What follows belongs to an exercise in optimizing a design on an open flow for small area, a short achievable clock period and few clock cycles per item; a production flow would make more cautious choices. Where RTL was checked, it was by simulation tests only, not by an equivalence proof against the original. No activity file was given, so power comes from the tool's default toggle rates.

==> v12 <==
// size_latency_histogram
module size_latency_histogram (
	input  logic        clk,
	input  logic        arst_n,
	input  logic        in_valid,
	output logic        in_stall,
	input  logic [1:0]  in_req_type,
	input  logic [39:0] in_bytes_sent,
	input  logic [31:0] in_launch_sec,
	input  logic [9:0]  in_launch_msec,
	input  logic [31:0] in_now_sec,
	input  logic [9:0]  in_now_msec,
	input  logic [1:0]  in_read_size_bin,
	input  logic [1:0]  in_read_time_bin,
	output logic        out_valid,
	input  logic        out_stall,
	output logic        out_counted,
	output logic [1:0]  out_size_bin,
	output logic [1:0]  out_time_bin,
	output logic [15:0] out_count_value,
	input  logic        cfg_we,
	input  logic [2:0]  cfg_index,
	input  logic [39:0] cfg_data
);
	logic       take;
	logic       ent_valid;
	logic [5:0] ent;
	logic       pop;
	logic       head_valid;
	logic [5:0] head;
	logic [15:0] ent_oh;
	logic [15:0] head_oh;
	slh_front u_front (
		.clk           (clk),
		.arst_n        (arst_n),
		.take          (take),
		.req_type      (in_req_type),
		.bytes_sent    (in_bytes_sent),
		.launch_sec    (in_launch_sec),
		.launch_msec   (in_launch_msec),
		.now_sec       (in_now_sec),
		.now_msec      (in_now_msec),
		.read_size_bin (in_read_size_bin),
		.read_time_bin (in_read_time_bin),
		.cfg_we        (cfg_we),
		.cfg_index     (cfg_index),
		.cfg_data      (cfg_data),
		.ent_valid     (ent_valid),
		.ent           (ent),
		.ent_oh        (ent_oh)
	);
	slh_queue u_queue (
		.clk        (clk),
		.arst_n     (arst_n),
		.in_valid   (in_valid),
		.in_stall   (in_stall),
		.take       (take),
		.ent_valid  (ent_valid),
		.ent        (ent),
		.ent_oh     (ent_oh),
		.pop        (pop),
		.head_valid (head_valid),
		.head       (head),
		.head_oh    (head_oh)
	);
	slh_back u_back (
		.clk             (clk),
		.arst_n          (arst_n),
		.head_valid      (head_valid),
		.head            (head),
		.head_oh         (head_oh),
		.pop             (pop),
		.out_valid       (out_valid),
		.out_stall       (out_stall),
		.out_counted     (out_counted),
		.out_size_bin    (out_size_bin),
		.out_time_bin    (out_time_bin),
		.out_count_value (out_count_value)
	);
endmodule
==> module slh_back, before the edit <==
module slh_back (
	input  logic        clk,
	input  logic        arst_n,
	input  logic        head_valid,
	input  logic [5:0]  head,
	input  logic [15:0] head_oh,
	output logic        pop,
	output logic        out_valid,
	input  logic        out_stall,
	output logic        out_counted,
	output logic [1:0]  out_size_bin,
	output logic [1:0]  out_time_bin,
	output logic [15:0] out_count_value
);
	logic [15:0] cnt_q [16];
	logic [15:0] live_q;
	logic        ov_q;
	logic [20:0] od_q;
	logic [1:0]  op;
	logic [3:0]  idx;
	logic [15:0] cur;
	logic [15:0] inc;
	logic [20:0] res;
	assign op  = head[5:4];
	assign idx = head[3:0];
	assign pop = head_valid && (!ov_q || !out_stall);
	assign out_valid = ov_q;
	assign {out_counted, out_size_bin, out_time_bin, out_count_value} = od_q;
	always_comb begin
		cur = '0;
		for (int i = 0; i < 16; i++)
			cur = cur | ({16{live_q[i] && head_oh[i]}} & cnt_q[i]);
		inc = cur + 16'd1;
		case (op)
			slh_pkg::OP_COUNT: res = {1'b1, idx, inc};
			slh_pkg::OP_READ:  res = {1'b0, idx, cur};
			default:           res = '0;
		endcase
	end
	always_ff @(posedge clk) begin
		for (int i = 0; i < 16; i++)
			if (pop && op == slh_pkg::OP_COUNT && head_oh[i])
				cnt_q[i] <= inc;
	end
	always_ff @(posedge clk or negedge arst_n) begin
		if (!arst_n) begin
			live_q <= '0;
		end else if (pop) begin
			if (op == slh_pkg::OP_CLEAR)
				live_q <= '0;
			else if (op == slh_pkg::OP_COUNT)
				live_q <= live_q | head_oh;
		end
	end
	always_ff @(posedge clk or negedge arst_n) begin
		if (!arst_n)        ov_q <= 1'b0;
		else if (pop)       ov_q <= 1'b1;
		else if (!out_stall) ov_q <= 1'b0;
	end
	always_ff @(posedge clk) begin
		if (pop) od_q <= res;
	end
endmodule
Settings: LEC_CHECK=0, CAP_MARGIN=20, CORE_MARGIN=2, CORE_UTILIZATION=55, CTS_BUF_LIST=sky130_fd_sc_hd__clkbuf_4 sky130_fd_sc_hd__clkbuf_8, CTS_CLUSTER_SIZE=24, SETUP_SLACK_MARGIN=5, SLEW_MARGIN=20, SYNTH_HIERARCHICAL=1, SYNTH_MINIMUM_KEEP_SIZE=0; clock period 8.0 ns.
run.sh (not shown) runs the stock make flow with config.mk's settings and CLKGATE_MAP_FILE= SYNTH_SCRIPT=/design/flow/synth_recipe.tcl, a recipe that flattens the netlist after the stock synthesis.
==> inputs of v3, as changes to v12 <==
--- a/flow/design.v
+++ b/flow/design.v
@@ -90,12 +90,11 @@
 	input  logic [1:0]  read_time_bin,
 	input  logic        cfg_we,
 	input  logic [2:0]  cfg_index,
 	input  logic [39:0] cfg_data,
 	output logic        ent_valid,
-	output logic [5:0]  ent,
-	output logic [15:0] ent_oh     
+	output logic [5:0]  ent
 );
 	logic [39:0] size_lim_q [4];
 	logic [31:0] time_lim_q [4];
 	logic [3:0]  size_set_q;
 	logic [3:0]  time_set_q;
@@ -120,37 +119,26 @@
 	end
 	logic        v0_q;
 	logic [1:0]  typ0_q;
 	logic [3:0]  rb0_q;
 	logic [3:0]  hit0_q;
-	logic [22:0] lo;
-	logic [21:0] lo0_q;     
-	logic        c0_q;      
-	logic        dmp0_q;    
-	logic [19:0] nowh0_q;   
-	logic [19:0] lauh0_q;   
-	slh_add #(.W(23)) u_lo (.a({1'b0, now_sec[11:0], now_msec}), .b({1'b0, ~launch_sec[11:0], ~launch_msec}),
-		.ci(1'b1), .y(lo));
+	logic [41:0] now0_q;
+	logic [41:0] lau0_q;
 	always_ff @(posedge clk or negedge arst_n) begin
 		if (!arst_n) v0_q <= 1'b0;
 		else         v0_q <= take;
 	end
 	always_ff @(posedge clk) begin
 		typ0_q <= req_type;
 		rb0_q  <= {read_size_bin, read_time_bin};
 		hit0_q <= ~size_set_q | size_le;
-		lo0_q   <= lo[21:0];
-		c0_q    <= lo[22];
-		dmp0_q  <= now_msec >= launch_msec;
-		nowh0_q <= now_sec[31:12];
-		lauh0_q <= launch_sec[31:12];
+		now0_q <= {now_sec, now_msec};
+		lau0_q <= {launch_sec, launch_msec};
 	end
 	logic [42:0] w;
 	logic        far;
-	logic [20:0] wh;
-	slh_add #(.W(21)) u_wh (.a({1'b0, nowh0_q}), .b({1'b1, ~lauh0_q}), .ci(c0_q), .y(wh));
-	assign w = {wh, lo0_q};
+	slh_sub43 u_w (.a(now0_q), .b(lau0_q), .y(w));
 	assign far = !((&w[42:34]) || !(|w[42:34]));
 	logic        v1_q;
 	logic [1:0]  typ1_q;
 	logic [3:0]  rb1_q;
 	logic        sf1_q;
@@ -169,11 +157,11 @@
 		sf1_q  <= |hit0_q;
 		ss1_q  <= hit0_q[0] ? 2'd0 : hit0_q[1] ? 2'd1 : hit0_q[2] ? 2'd2 : 2'd3;
 		w1_q   <= w[34:0];
 		far1_q <= far;
 		neg1_q <= w[42];
-		dmp1_q <= dmp0_q;
+		dmp1_q <= now0_q[9:0] >= lau0_q[9:0];
 	end
 	logic [34:0] el;
 	logic        el_neg;
 	logic        el_big;
 	slh_el u_el (.w(w1_q), .dmp(dmp1_q), .el(el));
@@ -202,37 +190,35 @@
 	end
 	logic [3:0] time_le;
 	logic [3:0] time_hit;
 	logic       t_found;
 	logic [1:0] t_sel;
-	logic [3:0] t_oh;
-	logic [15:0] rd_oh;
-	logic [15:0] cnt_oh;
 	for (genvar j = 0; j < 4; j++) begin : g_time
 		slh_le #(.W(32)) u_le (.a(el2_q), .b(time_lim_q[j]), .le(time_le[j]));
 	end
 	always_comb begin
 		for (int j = 0; j < 4; j++)
 			time_hit[j] = neg2_q || (!big2_q && (!time_set_q[j] || time_le[j]));
 		t_found = |time_hit;
 		t_sel   = time_hit[0] ? 2'd0 : time_hit[1] ? 2'd1 : time_hit[2] ? 2'd2 : 2'd3;
-		t_oh    = time_hit & ~{time_hit[2:0], 1'b0} & ~{time_hit[1:0], 2'b0} & ~{time_hit[0], 3'b0};
-		for (int i = 0; i < 16; i++) begin
-			rd_oh[i]  = (rb2_q == 4'(i));
-			cnt_oh[i] = (ss2_q == 2'(i / 4)) && t_oh[i % 4];
-		end
-		ent_oh = (typ2_q == slh_pkg::REQ_READ) ? rd_oh : cnt_oh;
 		case (typ2_q)
 			slh_pkg::REQ_RECORD: ent = (sf2_q && t_found) ? {slh_pkg::OP_COUNT, ss2_q, t_sel} :
 				{slh_pkg::OP_EMPTY, 4'd0};
 			slh_pkg::REQ_CLEAR:  ent = {slh_pkg::OP_CLEAR, 4'd0};
 			slh_pkg::REQ_READ:   ent = {slh_pkg::OP_READ, rb2_q};
 			default:             ent = {slh_pkg::OP_EMPTY, 4'd0};
 		endcase
 	end
 	assign ent_valid = v2_q;
 endmodule
+module slh_sub43 (
+	input  logic [41:0] a,
+	input  logic [41:0] b,
+	output logic [42:0] y
+);
+	slh_add #(.W(43)) u_add (.a({1'b0, a}), .b({1'b1, ~b}), .ci(1'b1), .y(y));
+endmodule
 module slh_el (
 	input  logic [34:0] w,
 	input  logic        dmp,
 	output logic [34:0] el
 );
@@ -253,52 +239,40 @@
 	input  logic       in_valid,
 	output logic       in_stall,
 	output logic       take,
 	input  logic       ent_valid,
 	input  logic [5:0] ent,
-	input  logic [15:0] ent_oh,
 	input  logic       pop,
 	output logic       head_valid,
-	output logic [5:0] head,
-	output logic [15:0] head_oh     
+	output logic [5:0] head
 );
 	localparam int CAP = 5;    
 	logic [5:0] mem_q [4];
 	logic [1:0] wr_q;
 	logic [1:0] rd_q;
 	logic [2:0] cnt_q;
 	logic       hv_q;
 	logic [5:0] head_q;
-	logic [15:0] head_oh_q;
-	logic [15:0] mem_oh;
 	logic [2:0] busy_q;        
 	logic       stall_q;
 	logic       load;
 	logic       qempty;
 	logic       qpush;
 	logic       qpop;
 	assign in_stall   = stall_q;
 	assign take       = in_valid && !stall_q;
 	assign head_valid = hv_q;
 	assign head       = head_q;
-	assign head_oh    = head_oh_q;
 	assign load   = !hv_q || pop;
 	assign qempty = (cnt_q == 3'd0);
 	assign qpop   = load && !qempty;
 	assign qpush  = ent_valid && !(load && qempty);
 	always_ff @(posedge clk) begin
 		if (qpush) mem_q[wr_q] <= ent;
 	end
-	always_comb begin
-		for (int i = 0; i < 16; i++)
-			mem_oh[i] = (mem_q[rd_q][3:0] == 4'(i));
-	end
 	always_ff @(posedge clk) begin
-		if (load) begin
-			head_q    <= qempty ? ent : mem_q[rd_q];
-			head_oh_q <= qempty ? ent_oh : mem_oh;
-		end
+		if (load) head_q <= qempty ? ent : mem_q[rd_q];
 	end
 	always_ff @(posedge clk or negedge arst_n) begin
 		if (!arst_n) begin
 			wr_q    <= '0;
 			rd_q    <= '0;
@@ -319,11 +293,10 @@
 module slh_back (
 	input  logic        clk,
 	input  logic        arst_n,
 	input  logic        head_valid,
 	input  logic [5:0]  head,
-	input  logic [15:0] head_oh,
 	output logic        pop,
 	output logic        out_valid,
 	input  logic        out_stall,
 	output logic        out_counted,
 	output logic [1:0]  out_size_bin,
@@ -345,31 +318,31 @@
 	assign out_valid = ov_q;
 	assign {out_counted, out_size_bin, out_time_bin, out_count_value} = od_q;
 	always_comb begin
 		cur = '0;
 		for (int i = 0; i < 16; i++)
-			cur = cur | ({16{live_q[i] && head_oh[i]}} & cnt_q[i]);
+			cur = cur | ({16{live_q[i] && (idx == 4'(i))}} & cnt_q[i]);
 		inc = cur + 16'd1;
 		case (op)
 			slh_pkg::OP_COUNT: res = {1'b1, idx, inc};
 			slh_pkg::OP_READ:  res = {1'b0, idx, cur};
 			default:           res = '0;
 		endcase
 	end
 	always_ff @(posedge clk) begin
 		for (int i = 0; i < 16; i++)
-			if (pop && op == slh_pkg::OP_COUNT && head_oh[i])
+			if (pop && op == slh_pkg::OP_COUNT && idx == 4'(i))
 				cnt_q[i] <= inc;
 	end
 	always_ff @(posedge clk or negedge arst_n) begin
 		if (!arst_n) begin
 			live_q <= '0;
 		end else if (pop) begin
 			if (op == slh_pkg::OP_CLEAR)
 				live_q <= '0;
 			else if (op == slh_pkg::OP_COUNT)
-				live_q <= live_q | head_oh;
+				live_q[idx] <= 1'b1;
 		end
 	end
 	always_ff @(posedge clk or negedge arst_n) begin
 		if (!arst_n)        ov_q <= 1'b0;
 		else if (pop)       ov_q <= 1'b1;
@@ -406,12 +379,10 @@
 	logic       ent_valid;
 	logic [5:0] ent;
 	logic       pop;
 	logic       head_valid;
 	logic [5:0] head;
-	logic [15:0] ent_oh;
-	logic [15:0] head_oh;
 	slh_front u_front (
 		.clk           (clk),
 		.arst_n        (arst_n),
 		.take          (take),
 		.req_type      (in_req_type),
@@ -424,33 +395,29 @@
 		.read_time_bin (in_read_time_bin),
 		.cfg_we        (cfg_we),
 		.cfg_index     (cfg_index),
 		.cfg_data      (cfg_data),
 		.ent_valid     (ent_valid),
-		.ent           (ent),
-		.ent_oh        (ent_oh)
+		.ent           (ent)
 	);
 	slh_queue u_queue (
 		.clk        (clk),
 		.arst_n     (arst_n),
 		.in_valid   (in_valid),
 		.in_stall   (in_stall),
 		.take       (take),
 		.ent_valid  (ent_valid),
 		.ent        (ent),
-		.ent_oh     (ent_oh),
 		.pop        (pop),
 		.head_valid (head_valid),
-		.head       (head),
-		.head_oh    (head_oh)
+		.head       (head)
 	);
 	slh_back u_back (
 		.clk             (clk),
 		.arst_n          (arst_n),
 		.head_valid      (head_valid),
 		.head            (head),
-		.head_oh         (head_oh),
 		.pop             (pop),
 		.out_valid       (out_valid),
 		.out_stall       (out_stall),
 		.out_counted     (out_counted),
 		.out_size_bin    (out_size_bin),
==> inputs of v28, as changes to v12 <==
--- a/flow/design.v
+++ b/flow/design.v
@@ -90,12 +90,11 @@
 	input  logic [1:0]  read_time_bin,
 	input  logic        cfg_we,
 	input  logic [2:0]  cfg_index,
 	input  logic [39:0] cfg_data,
 	output logic        ent_valid,
-	output logic [5:0]  ent,
-	output logic [15:0] ent_oh     
+	output logic [5:0]  ent
 );
 	logic [39:0] size_lim_q [4];
 	logic [31:0] time_lim_q [4];
 	logic [3:0]  size_set_q;
 	logic [3:0]  time_set_q;
@@ -112,69 +111,43 @@
 		if (cfg_we) begin
 			if (!cfg_index[2]) size_lim_q[cfg_index[1:0]] <= cfg_data;
 			else               time_lim_q[cfg_index[1:0]] <= cfg_data[31:0];
 		end
 	end
-	logic [3:0] size_le;
+	logic [3:0]  size_le;
+	logic [42:0] w;
+	logic        far;
 	for (genvar i = 0; i < 4; i++) begin : g_size
 		slh_le #(.W(40)) u_le (.a(bytes_sent), .b(size_lim_q[i]), .le(size_le[i]));
 	end
-	logic        v0_q;
-	logic [1:0]  typ0_q;
-	logic [3:0]  rb0_q;
-	logic [3:0]  hit0_q;
-	logic [22:0] lo;
-	logic [21:0] lo0_q;     
-	logic        c0_q;      
-	logic        dmp0_q;    
-	logic [19:0] nowh0_q;   
-	logic [19:0] lauh0_q;   
-	slh_add #(.W(23)) u_lo (.a({1'b0, now_sec[11:0], now_msec}), .b({1'b0, ~launch_sec[11:0], ~launch_msec}),
-		.ci(1'b1), .y(lo));
-	always_ff @(posedge clk or negedge arst_n) begin
-		if (!arst_n) v0_q <= 1'b0;
-		else         v0_q <= take;
-	end
-	always_ff @(posedge clk) begin
-		typ0_q <= req_type;
-		rb0_q  <= {read_size_bin, read_time_bin};
-		hit0_q <= ~size_set_q | size_le;
-		lo0_q   <= lo[21:0];
-		c0_q    <= lo[22];
-		dmp0_q  <= now_msec >= launch_msec;
-		nowh0_q <= now_sec[31:12];
-		lauh0_q <= launch_sec[31:12];
-	end
-	logic [42:0] w;
-	logic        far;
-	logic [20:0] wh;
-	slh_add #(.W(21)) u_wh (.a({1'b0, nowh0_q}), .b({1'b1, ~lauh0_q}), .ci(c0_q), .y(wh));
-	assign w = {wh, lo0_q};
+	slh_sub43 u_w (.a({now_sec, now_msec}), .b({launch_sec, launch_msec}), .y(w));
 	assign far = !((&w[42:34]) || !(|w[42:34]));
 	logic        v1_q;
 	logic [1:0]  typ1_q;
 	logic [3:0]  rb1_q;
-	logic        sf1_q;
-	logic [1:0]  ss1_q;
+	logic [3:0]  hit1_q;
 	logic [34:0] w1_q;
 	logic        far1_q;
 	logic        neg1_q;
 	logic        dmp1_q;    
 	always_ff @(posedge clk or negedge arst_n) begin
 		if (!arst_n) v1_q <= 1'b0;
-		else         v1_q <= v0_q;
+		else         v1_q <= take;
 	end
 	always_ff @(posedge clk) begin
-		typ1_q <= typ0_q;
-		rb1_q  <= rb0_q;
-		sf1_q  <= |hit0_q;
-		ss1_q  <= hit0_q[0] ? 2'd0 : hit0_q[1] ? 2'd1 : hit0_q[2] ? 2'd2 : 2'd3;
+		typ1_q <= req_type;
+		rb1_q  <= {read_size_bin, read_time_bin};
+		hit1_q <= ~size_set_q | size_le;
 		w1_q   <= w[34:0];
 		far1_q <= far;
 		neg1_q <= w[42];
-		dmp1_q <= dmp0_q;
+		dmp1_q <= now_msec >= launch_msec;
 	end
+	logic       sf1;
+	logic [1:0] ss1;
+	assign sf1 = |hit1_q;
+	assign ss1 = hit1_q[0] ? 2'd0 : hit1_q[1] ? 2'd1 : hit1_q[2] ? 2'd2 : 2'd3;
 	logic [34:0] el;
 	logic        el_neg;
 	logic        el_big;
 	slh_el u_el (.w(w1_q), .dmp(dmp1_q), .el(el));
 	assign el_neg = far1_q ? neg1_q : el[34];
@@ -192,47 +165,45 @@
 		else         v2_q <= v1_q;
 	end
 	always_ff @(posedge clk) begin
 		typ2_q <= typ1_q;
 		rb2_q  <= rb1_q;
-		sf2_q  <= sf1_q;
-		ss2_q  <= ss1_q;
+		sf2_q  <= sf1;
+		ss2_q  <= ss1;
 		el2_q  <= el[31:0];
 		neg2_q <= el_neg;
 		big2_q <= el_big;
 	end
 	logic [3:0] time_le;
 	logic [3:0] time_hit;
 	logic       t_found;
 	logic [1:0] t_sel;
-	logic [3:0] t_oh;
-	logic [15:0] rd_oh;
-	logic [15:0] cnt_oh;
 	for (genvar j = 0; j < 4; j++) begin : g_time
 		slh_le #(.W(32)) u_le (.a(el2_q), .b(time_lim_q[j]), .le(time_le[j]));
 	end
 	always_comb begin
 		for (int j = 0; j < 4; j++)
 			time_hit[j] = neg2_q || (!big2_q && (!time_set_q[j] || time_le[j]));
 		t_found = |time_hit;
 		t_sel   = time_hit[0] ? 2'd0 : time_hit[1] ? 2'd1 : time_hit[2] ? 2'd2 : 2'd3;
-		t_oh    = time_hit & ~{time_hit[2:0], 1'b0} & ~{time_hit[1:0], 2'b0} & ~{time_hit[0], 3'b0};
-		for (int i = 0; i < 16; i++) begin
-			rd_oh[i]  = (rb2_q == 4'(i));
-			cnt_oh[i] = (ss2_q == 2'(i / 4)) && t_oh[i % 4];
-		end
-		ent_oh = (typ2_q == slh_pkg::REQ_READ) ? rd_oh : cnt_oh;
 		case (typ2_q)
 			slh_pkg::REQ_RECORD: ent = (sf2_q && t_found) ? {slh_pkg::OP_COUNT, ss2_q, t_sel} :
 				{slh_pkg::OP_EMPTY, 4'd0};
 			slh_pkg::REQ_CLEAR:  ent = {slh_pkg::OP_CLEAR, 4'd0};
 			slh_pkg::REQ_READ:   ent = {slh_pkg::OP_READ, rb2_q};
 			default:             ent = {slh_pkg::OP_EMPTY, 4'd0};
 		endcase
 	end
 	assign ent_valid = v2_q;
 endmodule
+module slh_sub43 (
+	input  logic [41:0] a,
+	input  logic [41:0] b,
+	output logic [42:0] y
+);
+	slh_add #(.W(43)) u_add (.a({1'b0, a}), .b({1'b1, ~b}), .ci(1'b1), .y(y));
+endmodule
 module slh_el (
 	input  logic [34:0] w,
 	input  logic        dmp,
 	output logic [34:0] el
 );
@@ -253,65 +224,53 @@
 	input  logic       in_valid,
 	output logic       in_stall,
 	output logic       take,
 	input  logic       ent_valid,
 	input  logic [5:0] ent,
-	input  logic [15:0] ent_oh,
 	input  logic       pop,
 	output logic       head_valid,
-	output logic [5:0] head,
-	output logic [15:0] head_oh     
+	output logic [5:0] head
 );
-	localparam int CAP = 5;    
-	logic [5:0] mem_q [4];
+	localparam int CAP = 4;    
+	logic [5:0] mem_q [3];
 	logic [1:0] wr_q;
 	logic [1:0] rd_q;
-	logic [2:0] cnt_q;
+	logic [1:0] cnt_q;
 	logic       hv_q;
 	logic [5:0] head_q;
-	logic [15:0] head_oh_q;
-	logic [15:0] mem_oh;
 	logic [2:0] busy_q;        
 	logic       stall_q;
 	logic       load;
 	logic       qempty;
 	logic       qpush;
 	logic       qpop;
 	assign in_stall   = stall_q;
 	assign take       = in_valid && !stall_q;
 	assign head_valid = hv_q;
 	assign head       = head_q;
-	assign head_oh    = head_oh_q;
 	assign load   = !hv_q || pop;
-	assign qempty = (cnt_q == 3'd0);
+	assign qempty = (cnt_q == 2'd0);
 	assign qpop   = load && !qempty;
 	assign qpush  = ent_valid && !(load && qempty);
 	always_ff @(posedge clk) begin
 		if (qpush) mem_q[wr_q] <= ent;
 	end
-	always_comb begin
-		for (int i = 0; i < 16; i++)
-			mem_oh[i] = (mem_q[rd_q][3:0] == 4'(i));
-	end
 	always_ff @(posedge clk) begin
-		if (load) begin
-			head_q    <= qempty ? ent : mem_q[rd_q];
-			head_oh_q <= qempty ? ent_oh : mem_oh;
-		end
+		if (load) head_q <= qempty ? ent : mem_q[rd_q];
 	end
 	always_ff @(posedge clk or negedge arst_n) begin
 		if (!arst_n) begin
 			wr_q    <= '0;
 			rd_q    <= '0;
 			cnt_q   <= '0;
 			hv_q    <= 1'b0;
 			busy_q  <= '0;
 			stall_q <= 1'b0;
 		end else begin
-			if (qpush) wr_q <= wr_q + 2'd1;
-			if (qpop)  rd_q <= rd_q + 2'd1;
-			cnt_q <= cnt_q + 3'(qpush) - 3'(qpop);
+			if (qpush) wr_q <= (wr_q == 2'd2) ? 2'd0 : wr_q + 2'd1;
+			if (qpop)  rd_q <= (rd_q == 2'd2) ? 2'd0 : rd_q + 2'd1;
+			cnt_q <= cnt_q + 2'(qpush) - 2'(qpop);
 			if (load) hv_q <= !qempty || ent_valid;
 			busy_q  <= busy_q + 3'(take) - 3'(pop);
 			stall_q <= (busy_q + 3'(take) - 3'(pop)) >= 3'(CAP);
 		end
 	end
@@ -319,11 +278,10 @@
 module slh_back (
 	input  logic        clk,
 	input  logic        arst_n,
 	input  logic        head_valid,
 	input  logic [5:0]  head,
-	input  logic [15:0] head_oh,
 	output logic        pop,
 	output logic        out_valid,
 	input  logic        out_stall,
 	output logic        out_counted,
 	output logic [1:0]  out_size_bin,
@@ -345,31 +303,31 @@
 	assign out_valid = ov_q;
 	assign {out_counted, out_size_bin, out_time_bin, out_count_value} = od_q;
 	always_comb begin
 		cur = '0;
 		for (int i = 0; i < 16; i++)
-			cur = cur | ({16{live_q[i] && head_oh[i]}} & cnt_q[i]);
+			cur = cur | ({16{live_q[i] && (idx == 4'(i))}} & cnt_q[i]);
 		inc = cur + 16'd1;
 		case (op)
 			slh_pkg::OP_COUNT: res = {1'b1, idx, inc};
 			slh_pkg::OP_READ:  res = {1'b0, idx, cur};
 			default:           res = '0;
 		endcase
 	end
 	always_ff @(posedge clk) begin
 		for (int i = 0; i < 16; i++)
-			if (pop && op == slh_pkg::OP_COUNT && head_oh[i])
+			if (pop && op == slh_pkg::OP_COUNT && idx == 4'(i))
 				cnt_q[i] <= inc;
 	end
 	always_ff @(posedge clk or negedge arst_n) begin
 		if (!arst_n) begin
 			live_q <= '0;
 		end else if (pop) begin
 			if (op == slh_pkg::OP_CLEAR)
 				live_q <= '0;
 			else if (op == slh_pkg::OP_COUNT)
-				live_q <= live_q | head_oh;
+				live_q[idx] <= 1'b1;
 		end
 	end
 	always_ff @(posedge clk or negedge arst_n) begin
 		if (!arst_n)        ov_q <= 1'b0;
 		else if (pop)       ov_q <= 1'b1;
@@ -406,12 +364,10 @@
 	logic       ent_valid;
 	logic [5:0] ent;
 	logic       pop;
 	logic       head_valid;
 	logic [5:0] head;
-	logic [15:0] ent_oh;
-	logic [15:0] head_oh;
 	slh_front u_front (
 		.clk           (clk),
 		.arst_n        (arst_n),
 		.take          (take),
 		.req_type      (in_req_type),
@@ -424,33 +380,29 @@
 		.read_time_bin (in_read_time_bin),
 		.cfg_we        (cfg_we),
 		.cfg_index     (cfg_index),
 		.cfg_data      (cfg_data),
 		.ent_valid     (ent_valid),
-		.ent           (ent),
-		.ent_oh        (ent_oh)
+		.ent           (ent)
 	);
 	slh_queue u_queue (
 		.clk        (clk),
 		.arst_n     (arst_n),
 		.in_valid   (in_valid),
 		.in_stall   (in_stall),
 		.take       (take),
 		.ent_valid  (ent_valid),
 		.ent        (ent),
-		.ent_oh     (ent_oh),
 		.pop        (pop),
 		.head_valid (head_valid),
-		.head       (head),
-		.head_oh    (head_oh)
+		.head       (head)
 	);
 	slh_back u_back (
 		.clk             (clk),
 		.arst_n          (arst_n),
 		.head_valid      (head_valid),
 		.head            (head),
-		.head_oh         (head_oh),
 		.pop             (pop),
 		.out_valid       (out_valid),
 		.out_stall       (out_stall),
 		.out_counted     (out_counted),
 		.out_size_bin    (out_size_bin),
==> flow/config.mk (replaced) <==
export PLATFORM = sky130hd
export DESIGN_NAME = size_latency_histogram
export DESIGN_NICKNAME = size_latency_histogram
export VERILOG_FILES = /design/flow/design.v
export SDC_FILE = /design/flow/constraint.sdc
export NUM_CORES = 4
export LEC_CHECK = 0
export CAP_MARGIN = 20
export CORE_MARGIN = 2
export CORE_UTILIZATION = 70
export SETUP_SLACK_MARGIN = 5
export SLEW_MARGIN = 20
export SYNTH_HIERARCHICAL = 1
export SYNTH_MINIMUM_KEEP_SIZE = 0
==> inputs of v35, as changes to v12 <==
--- a/flow/design.v
+++ b/flow/design.v
@@ -342,14 +342,17 @@
 	assign op  = head[5:4];
 	assign idx = head[3:0];
 	assign pop = head_valid && (!ov_q || !out_stall);
 	assign out_valid = ov_q;
 	assign {out_counted, out_size_bin, out_time_bin, out_count_value} = od_q;
+	logic [255:0] cnt_flat;
 	always_comb begin
-		cur = '0;
 		for (int i = 0; i < 16; i++)
-			cur = cur | ({16{live_q[i] && head_oh[i]}} & cnt_q[i]);
+			cnt_flat[16*i +: 16] = cnt_q[i];
+	end
+	slh_cmux u_cmux (.sel(live_q & head_oh), .cnt(cnt_flat), .cur(cur));
+	always_comb begin
 		inc = cur + 16'd1;
 		case (op)
 			slh_pkg::OP_COUNT: res = {1'b1, idx, inc};
 			slh_pkg::OP_READ:  res = {1'b0, idx, cur};
 			default:           res = '0;
@@ -377,10 +380,21 @@
 	end
 	always_ff @(posedge clk) begin
 		if (pop) od_q <= res;
 	end
 endmodule
+module slh_cmux (
+	input  logic [15:0] sel,
+	input  logic [255:0] cnt,      
+	output logic [15:0] cur
+);
+	always_comb begin
+		cur = '0;
+		for (int i = 0; i < 16; i++)
+			cur = cur | ({16{sel[i]}} & cnt[16*i +: 16]);
+	end
+endmodule
 module size_latency_histogram (
 	input  logic        clk,
 	input  logic        arst_n,
 	input  logic        in_valid,
 	output logic        in_stall,
==> qor summary <==
Result of the run: v12 complete, no violations; v35 complete, no violations; v28 aborted with a tool error; v3 complete, no violations
Last stage reached: v12 -; v35 -; v28 global routing (5_1_grt); v3 -
Overall power after layout: v12 17.2 mW; v35 16.8 mW; v28 -; v3 14.7 mW
Final ANT Viol Nets: v12 0; v35 0; v28 -; v3 0
Static Leakage: v12 17.3 nW; v35 17.2 nW; v28 -; v3 18.2 nW
Placement row count: v12 95; v35 94; v28 81; v3 94
Number of well-tap cells placed: v12 873; v35 864; v28 -; v3 864
Post-route DRC violation count: v12 0; v35 0; v28 -; v3 0
Setup_tns: v12 0 ns; v35 0 ns; v28 -; v3 0 ns
Seq. pwr: v12 6.75 mW; v35 6.49 mW; v28 -; v3 5.67 mW
Fraction of area in registers: v12 0.495; v35 0.501; v28 -; v3 0.478
Vertical die dimension: v12 266 um; v35 263 um; v28 225 um; v3 262 um
H-Tree Level Count: v12 4; v35 4; v28 3; v3 4
PnR worst setup slack: v12 4.74 ns; v35 4.66 ns; v28 -; v3 4.73 ns
Synthesized instance count: v12 3,018; v35 2,841; v28 2,716; v3 2,822
Crit path DAT: v12 3.80 ns; v35 3.87 ns; v28 -; v3 3.81 ns
Clock latency on the worst-skew pair: v12 0.78 ns; v35 0.78 ns; v28 -; v3 0.79 ns
Seq. cell area: v12 22,700 um2; v35 22,700 um2; v28 -; v3 22,600 um2
Number of enable-type register cells in the synthesized netlist: v12 611; v35 611; v28 589; v3 595
Placed Cells incl. Taps: v12 4,040; v35 3,864; v28 3,513; v3 3,862
Share of synthesized registers carrying an async set or reset: v12 0.0491; v35 0.0491; v28 0.0516; v3 0.0488
Testbench counts of v3, summed over its fixed seeds: cycles 32,040, items 32,000.
Only the layout flow was run in v12, v28 and v35; the RTL was not checked for function there.

==> what the ideal ports hide <==
The results above use ideal ports. As a check the final layouts listed here were re-extracted and re-timed, cells and wires unchanged.
Step 1: set_driving_cell puts a clkbuf_16 on clk and a buf_2 on each other input, an assumption about the parent block.
Step 2 also shifts input and output timing later by t, the mid clock arrival at the registers, as if the neighbouring blocks saw the same clock.
Three values: no drivers, after step 1, after step 2; two values: the first two.
run | t (ns) | setup WS [ns] | worst register clock-pin slew, ns | worst slew at a driven data input, ns | cell pins on the clock port's net
v12 | 0.833 | 4.744 / 4.744 / 4.165 | 0.07 / 0.07 | 0.07 | 1
v3 | 0.827 | 4.725 / 4.725 / 4.186 | 0.07 / 0.07 | 0.06 | 1
v35 | 0.833 | 4.664 / 4.664 / 4.180 | 0.06 / 0.06 | 0.12 | 1
After both steps setup and hold are still met in every run listed. The setup slack of v12, which loses most, moves by 0.000 ns with the drivers and by -0.579 ns with both steps.
